This is an optimization exercise on Yosys and OpenROAD, whose aim is a short achievable clock period and few clock cycles per item, not a production implementation.
In this exercise RTL edits were held to simulation tests only and were not proved equivalent to the original.
Power and IR drop assume default switching activity.

the reference run:
## pipelinedCpu
module pipelinedCpu #(
    parameter int DataWords = 256
) (
    input  logic               clk,
    input  logic               reset,
    input  cpuPkg::instrWord_t instr,
    output cpuPkg::data_t      instrAddr,
    output cpuPkg::wbResult_t  wb
);
clock: 6.0 ns
lec_check: 0
cap_margin: 40
core_margin: 2
core_utilization: 40
cts_cluster_diameter: 100
cts_cluster_size: 24
setup_slack_margin: 4.2
slew_margin: 40
run.sh (not shown) runs the stock make flow with config.mk's settings and CLKGATE_MAP_FILE= SYNTH_SCRIPT=/design/flow/synth_recipe.tcl, a recipe that flattens the netlist after the stock synthesis.
The reference run: no failed stages, no open violations at the end
Testbench counts of the reference run, summed over its fixed seeds: cycles 123,207, instrs 118,231.
> inputs changed (the reference run -> the trial run)
--- a/flow/design.v
+++ b/flow/design.v
@@ -113,20 +113,21 @@
     logic [7:0] mem [DataWords];
     logic       wrE, loadE, storeE, beqE;
     logic       opAddE, opSubE, opAndE, opOrE, opXorE, opSltE;
     logic [15:0] loE;
     logic [7:0] baseLE;
     logic [2:0] rdE;
     logic [7:0] aE, bE, immE, targetE;
     logic       fAmE, fBmE;
-    logic       wrM, loadM, storeM;
+    logic       wrM, loadM;
     logic [2:0] rdM;
-    logic [7:0] aluM, addrM, storeDataM;
+    logic [7:0] aluM, storeDataM;
     logic [15:0] wloM;    
+    logic [15:0] weRowM;  
     logic [7:0] rowM [16];
     logic [15:0] rowNzM;         
     logic [15:0] hiM;
     logic       stFwdM;
     logic [7:0] stDataFwdM;
     logic       wbValid;
     logic [2:0] wbIdx;
     logic [7:0] wbData;
@@ -201,21 +202,33 @@
     logic stall;
     assign stall = (loadE && wrE &&
                     ((useA && rs1F == rdE) || (useB && (isR ? rs2F == rdE : rdF == rdE)))) || loadSlow;
     logic fAm, fBm;
     assign fAm = useA && wrE && (rdE == rs1F);
     assign fBm = useB && wrE && (isR ? rdE == rs2F : rdE == rdF);
     logic [7:0] bOpF;
     assign bOpF = isR || isStore || isBeq ? bF : imm3x;
-    logic [7:0] srcAE, srcBE, aluE, addrE;
+    logic [7:0] srcAE, srcBE, aluE;
     logic       takenE;
     assign srcAE = fAmE ? aluM : aE;
     assign srcBE = fBmE ? aluM : bE;
-    assign addrE = addPrefix(srcAE, immE, 1'b0);    
+    logic [15:0] wloE, whiE, srcHiE;
+    logic [4:0]  wSumE;
+    logic        wUpE, wDownE;
+    assign wSumE = {1'b0, srcAE[3:0]} + {1'b0, immE[3:0]};
+    assign wUpE = wSumE[4] && !immE[7];
+    assign wDownE = !wSumE[4] && immE[7];
+    always_comb begin
+        for (int k = 0; k < 16; k++) wloE[k] = (wSumE[3:0] == 4'(k));
+        for (int j = 0; j < 16; j++) srcHiE[j] = (srcAE[7:4] == 4'(j));
+        for (int j = 0; j < 16; j++) begin
+            whiE[j] = wUpE ? srcHiE[(j + 15) % 16] : wDownE ? srcHiE[(j + 1) % 16] : srcHiE[j];
+        end
+    end
     function automatic logic [7:0] addPrefix(input logic [7:0] x, input logic [7:0] y,
                                              input logic cin);
         logic [7:0] p, g, gg, pp, gn, pn;
         p = x ^ y;
         g = x & y;
         g[0] = g[0] | (p[0] & cin);
         gg = g;
         pp = p;
@@ -325,57 +338,52 @@
         targetE <= pcImm;
         fAmE <= fAm;
         fBmE <= fBm;
     end
     always_ff @(posedge clk or posedge reset) begin
         if (reset) begin
             wrM <= 1'b0;
             loadM <= 1'b0;
-            storeM <= 1'b0;
+            weRowM <= 16'd0;
         end else begin
             wrM <= wrE;
             loadM <= loadE;
-            storeM <= storeE;
+            weRowM <= storeE ? whiE : 16'd0;
         end
     end
     always_ff @(posedge clk) begin
         rdM <= rdE;
         aluM <= aluE;
-        addrM <= addrE;
-        for (int k = 0; k < 16; k++) wloM[k] <= (addrE[3:0] == 4'(k));
+        wloM <= wloE;
         storeDataM <= srcBE;
         for (int j = 0; j < 16; j++) rowM[j] <= rowE[j];
         for (int j = 0; j < 16; j++) rowNzM[j] <= (rowE[j] != 8'd0);
         hiM <= hiE;
-        stFwdM <= storeM && ((loE & wloM) != 16'd0) && ((hiE & whiM) != 16'd0);
+        stFwdM <= ((loE & wloM) != 16'd0) && ((hiE & weRowM) != 16'd0);
         stDataFwdM <= storeDataM;
     end
     logic [7:0] rdataM;
     always_comb begin
         rdataM = 8'd0;
         for (int j = 0; j < 16; j++) begin
             rdataM = rdataM | (hiM[j] ? rowM[j] : 8'd0);
         end
         if (stFwdM) rdataM = stDataFwdM;
     end
     assign resultM = loadM ? rdataM : aluM;
     logic resZeroM;
     assign resZeroM = !loadM ? (aluM == 8'd0)
                     : stFwdM ? (stDataFwdM == 8'd0) : ((hiM & rowNzM) == 16'd0);
-    logic [15:0] whiM;
-    always_comb begin
-        for (int j = 0; j < 16; j++) whiM[j] = (addrM[7:4] == 4'(j));
-    end
     always_ff @(posedge clk or posedge reset) begin
         if (reset) begin
             for (int i = 0; i < DataWords; i++) mem[i] <= 8'd0;
         end else begin
             for (int i = 0; i < DataWords; i++) begin
-                if (storeM && whiM[i / 16] && wloM[i % 16]) mem[i] <= storeDataM;
+                if (weRowM[i / 16] && wloM[i % 16]) mem[i] <= storeDataM;
             end
         end
     end
     always_ff @(posedge clk or posedge reset) begin
         if (reset) wbValid <= 1'b0;
         else       wbValid <= wrM;
     end
     always_ff @(posedge clk) begin
### Flow results
- The reference run and the trial run ended up with nearly the same final setup skew.
- Every stage of the flow completed for the trial run, and the final layout passed the timing, design-rule and antenna checks.
- Compared with the reference run, combinational power in the trial run decreased by a little under 10%.
- For the number of well taps, the trial run came in 2.8% higher than the reference run did.
- The final reports for the trial run and the reference run show maximum clock frequency lower in the former.
- Relative to the reference run, the floorplan die height of the trial run is higher by 1.8 um.
- Diff the reference run -> the trial run: critical path depth moved down, setup slack after layout moved down, summed instance area of the synthesized netlist moved up, relative contribution of combinational cells to total power moved down, number of nets in the synthesized netlist moved up.
- The run showing the smaller total design power is the trial run.
- Compared to the reference run, the trial run has sequential share of layout area 2.5 points higher.
- Between the reference run and the trial run, the overall track demand over capacity in global routing is lower for the trial run.
Testbench counts of the trial run, summed over its fixed seeds: cycles 123,207, instrs 118,231.

==> what the ideal ports hide <==
The flow's constraints put no driver on any port. The routed layouts listed below were extracted and timed again, unchanged, in two steps.
Step 1, drivers: a clkbuf_16 drives clk and a buf_2 each remaining input, both assumed.
Step 2 moves the port delays by t, midway between the first and last clock arrival at a register: inputs arrive t later, outputs are due t later. That takes back most of the time a late clock gives input paths.
Three values: ideal, step 1, step 2; two values: the first two.
| run | t (ns) | setup slack, ns | worst setup path after step 2 | worst register clock-pin slew, ns | pins driven straight from the clock port |
|---|---|---|---|---|---|
| the reference run | 0.958 | 3.413 / 3.330 / 2.452 | input to register | 0.11 / 0.11 | 1 |
| the trial run | 0.918 | 3.236 / 3.052 / 2.133 | input to register | 0.11 / 0.11 | 1 |
After both steps setup and hold are still met in every run listed. For the trial run, which loses most, drivers alone change the setup slack by -0.184 ns; drivers and shift together by -1.103 ns.
